Source: an optimization exercise on an open RTL-to-GDS flow (aim: small area). Production flows keep margins and buffers that such runs may drop. In this exercise RTL edits were held to simulation tests only and were not proved equivalent to the original. No activity file was given, so power comes from the tool's default toggle rates.

## cpuTop
module cpuTop #(
   parameter isaPkg::dataWord resetAddr = '0
) (
   input  logic            clk,
   input  logic            reset,
   output isaPkg::dataWord instrAddr,
   input  isaPkg::dataWord instr,
   output isaPkg::dataWord dataAddr,
   output isaPkg::dataWord writeData,
   output logic            storeEn,
   input  isaPkg::dataWord readData
);
clock: 8.0 ns
lec_check: 0
cap_margin: 10
cell_pad_in_sites_detail_placement: 1
cell_pad_in_sites_global_placement: 1
core_margin: 2
core_utilization: 50
cts_buf_list: sky130_fd_sc_hd__clkbuf_4
cts_cluster_diameter: 50
cts_cluster_size: 9
place_density: 0.62
slew_margin: 10
synth_hierarchical: 1
synth_minimum_keep_size: 0
standard.sh (not shown) runs the stock make flow with config.mk's settings and CLKGATE_MAP_FILE= SYNTH_SCRIPT=/design/flow/synth_recipe.tcl, a recipe that flattens the netlist after the stock synthesis.
==> flow/flow/run.sh <==
#!/bin/bash
# Standard layout, with two changes to how it is made: ports are buffered
# with the smallest buffer, and clock tree synthesis adds no dummy loads.
set -euo pipefail
export BUFFER_PORTS_ARGS="-buffer_cell sky130_fd_sc_hd__buf_1"
export CTS_ARGS="-sink_clustering_enable -repair_clock_nets -dont_use_dummy_load -buf_list sky130_fd_sc_hd__clkbuf_4 -sink_clustering_size 9 -sink_clustering_max_diameter 50"
bash standard.sh > standard.log 2>&1
The first run ran to the end with no violations.
Rerun with:
--- a/flow/flow/run.sh
+++ b/flow/flow/run.sh
@@ -6 +6 @@
-export CTS_ARGS="-sink_clustering_enable -repair_clock_nets -dont_use_dummy_load -buf_list sky130_fd_sc_hd__clkbuf_4 -sink_clustering_size 9 -sink_clustering_max_diameter 50"
+export CTS_ARGS="-sink_clustering_enable -repair_clock_nets -dont_use_dummy_load -buf_list sky130_fd_sc_hd__clkbuf_8 -sink_clustering_size 14 -sink_clustering_max_diameter 70"
--- a/flow/config.mk
+++ b/flow/config.mk
@@ -12,5 +12,5 @@
-export CORE_UTILIZATION = 50
-export CTS_BUF_LIST = sky130_fd_sc_hd__clkbuf_4
-export CTS_CLUSTER_DIAMETER = 50
-export CTS_CLUSTER_SIZE = 9
-export PLACE_DENSITY = 0.62
+export CORE_UTILIZATION = 45
+export CTS_BUF_LIST = sky130_fd_sc_hd__clkbuf_8
+export CTS_CLUSTER_DIAMETER = 70
+export CTS_CLUSTER_SIZE = 14
+export PLACE_DENSITY = 0.55
Combinational power went up by a few percent.
Wire length rose by a few percent.
Global-route usage drops by 2.0 points.
Synthesized area is unchanged.
Utilization came out lower by 5.0 points.
Die area goes up by roughly a tenth.
Worst setup slack degrades by 160 ps.

---

Another version of the RTL of cpuTop (not shown whole).
Size: about 160 I/O pins, roughly 0.054 sq mm of cells after synthesis.
==> flow/config.mk <==
export PLATFORM = sky130hd
export DESIGN_NAME = cpuTop
export DESIGN_NICKNAME = cpuTop
export VERILOG_FILES = /design/flow/design.v
export SDC_FILE = /design/flow/constraint.sdc
export NUM_CORES = 4
export LEC_CHECK = 0
export CAP_MARGIN = 10
export CORE_MARGIN = 2
export CORE_UTILIZATION = 55
export CTS_BUF_LIST = sky130_fd_sc_hd__clkbuf_4 sky130_fd_sc_hd__clkbuf_8
export SLEW_MARGIN = 10
export SYNTH_HIERARCHICAL = 1
export SYNTH_MINIMUM_KEEP_SIZE = 0
==> flow/constraint.sdc <==
create_clock -name core_clock -period 8.0 [get_ports {clk}]
set_input_delay 1.6000 -clock core_clock [delete_from_list [all_inputs] [get_ports {clk}]]
set_output_delay 1.6000 -clock core_clock [all_outputs]
set_load 0.01 [all_outputs]
run.sh (not shown) runs the stock make flow with config.mk's settings and CLKGATE_MAP_FILE= SYNTH_SCRIPT=/design/flow/synth_recipe.tcl, a recipe that flattens the netlist after the stock synthesis.
Stock flow here: none of the scripts above is used.
The first run went through all stages and came out clean.
Rerun with:
==> flow/flow/run.sh (new file) <==
#!/bin/bash
# Standard layout, with two changes to how it is made: ports are buffered
# with the smallest buffer, and clock tree synthesis adds no dummy loads.
set -euo pipefail
export BUFFER_PORTS_ARGS="-buffer_cell sky130_fd_sc_hd__buf_1"
export CTS_ARGS="-sink_clustering_enable -repair_clock_nets -dont_use_dummy_load -buf_list sky130_fd_sc_hd__clkbuf_8 -sink_clustering_size 16 -sink_clustering_max_diameter 80"
bash standard.sh > standard.log 2>&1
==> flow/standard.sh (new file) <==
#!/bin/bash
# synth_recipe.tcl (not shown) runs the flow's synth.tcl, then flattens the netlist and writes it again
# the make line also repeats each setting of config.mk as NAME=value (left out here)
make -C /OpenROAD-flow-scripts/flow DESIGN_CONFIG=/design/flow/config.mk WORK_HOME=/design/flow/orfs CLKGATE_MAP_FILE= SYNTH_SCRIPT=/design/flow/synth_recipe.tcl "${@:-finish}"
Settings changed: CORE_UTILIZATION 55 to 40, CTS_BUF_LIST sky130_fd_sc_hd__clkbuf_4 sky130_fd_sc_hd__clkbuf_8 to sky130_fd_sc_hd__clkbuf_8, CTS_CLUSTER_DIAMETER set to 80, CTS_CLUSTER_SIZE set to 16, PLACE_DENSITY set to 0.5.
removed: flow/run.sh
Outcome: The changed run produced a clean layout. Design area decreases by 4.3%. Synthesized cell count does not change. Setup slack got worse by 0.083 ns. Sequential share of layout area climbs by 2.6 points. Flip-flop and latch count is unchanged. Via count went down by 1.3%. Worst hold slack improved by 0.021 ns. Combinational power went down by about 5%. Global-route usage shrinks by 8.4 points.

---

cpuTop, a different RTL version from the one above (not shown whole).
For scale: about 3,500 cells after synthesis, roughly 160 I/O pins, ~52,000 µm² of cells after synthesis.
clock: 8.0 ns
lec_check: 0
cap_margin: 10
cell_pad_in_sites_detail_placement: 1
cell_pad_in_sites_global_placement: 1
core_margin: 2
core_utilization: 50
cts_buf_list: sky130_fd_sc_hd__clkbuf_4
cts_cluster_diameter: 50
cts_cluster_size: 9
place_density: 0.62
slew_margin: 10
synth_hierarchical: 1
synth_minimum_keep_size: 0
standard.sh (not shown) runs the stock make flow with config.mk's settings and CLKGATE_MAP_FILE= SYNTH_SCRIPT=/design/flow/synth_recipe.tcl, a recipe that flattens the netlist after the stock synthesis.
==> flow/flow/run.sh <==
#!/bin/bash
# Standard layout, with two changes to how it is made: ports are buffered
# with the smallest buffer, and clock tree synthesis adds no dummy loads.
set -euo pipefail
export BUFFER_PORTS_ARGS="-buffer_cell sky130_fd_sc_hd__buf_1"
export CTS_ARGS="-sink_clustering_enable -repair_clock_nets -dont_use_dummy_load -buf_list sky130_fd_sc_hd__clkbuf_4 -sink_clustering_size 9 -sink_clustering_max_diameter 50"
bash standard.sh > standard.log 2>&1
The starting point produced a clean layout.
Edit:
==> flow/flow/run.sh (replaced) <==
#!/bin/bash
# Standard layout, with two changes to how it is made: ports are buffered
# with the smallest buffer, and clock tree synthesis adds no dummy loads.
set -euo pipefail
export BUFFER_PORTS_ARGS="-buffer_cell sky130_fd_sc_hd__buf_1"
export CTS_ARGS="-sink_clustering_enable -repair_clock_nets -dont_use_dummy_load -buf_list sky130_fd_sc_hd__clkbuf_8 -sink_clustering_size 14 -sink_clustering_max_diameter 70"
bash standard.sh > standard.log 2>&1
--- a/flow/config.mk
+++ b/flow/config.mk
@@ -11,7 +11,7 @@
 export CORE_MARGIN = 2
-export CORE_UTILIZATION = 50
-export CTS_BUF_LIST = sky130_fd_sc_hd__clkbuf_4
-export CTS_CLUSTER_DIAMETER = 50
-export CTS_CLUSTER_SIZE = 9
-export PLACE_DENSITY = 0.62
+export CORE_UTILIZATION = 45
+export CTS_BUF_LIST = sky130_fd_sc_hd__clkbuf_8
+export CTS_CLUSTER_DIAMETER = 70
+export CTS_CLUSTER_SIZE = 14
+export PLACE_DENSITY = 0.55
 export SLEW_MARGIN = 10
Outcome: Global-route usage falls by 2.1 points. Non-clock buffer count increases by 3. Worst hold slack gets better by 0.030 ns.

separate check: timing with driven ports:
In the flow no input, the clock included, has a driving cell. The finished layouts below were timed again as built, in two steps.
Step 1 assumes that a clkbuf_16 drives the clock port and a buf_2 every other input.
Step 2, shift: input delay + t, output delay - t, t = (earliest + latest rising clock arrival at the registers) / 2. This alone moves slack from input paths to output paths.
Slacks: ideal ports / drivers / drivers and shift; pairs: ideal ports / drivers.
run | shift t [ns] | setup WS [ns] | worst hold slack (ns) | worst setup path after step 2
the first run of note 1 | 1.138 | 1.874 / 1.874 / 1.874 | 0.270 / 0.270 / 0.270 | register to register
the second run of note 1 | 0.873 | 1.709 / 1.709 / 1.709 | 0.315 / 0.315 / 0.315 | register to register
the first run of note 2 | 0.965 | 1.668 / 1.668 / 1.668 | 0.303 / 0.303 / 0.303 | register to register
the second run of note 2 | 0.877 | 1.585 / 1.585 / 1.585 | 0.324 / 0.324 / 0.324 | register to register
the first run of note 3 | 1.143 | 1.859 / 1.859 / 1.859 | 0.281 / 0.281 / 0.281 | register to register
the second run of note 3 | 0.859 | 1.759 / 1.759 / 1.759 | 0.311 / 0.311 / 0.311 | register to register
After both steps setup and hold are still met in every run listed.
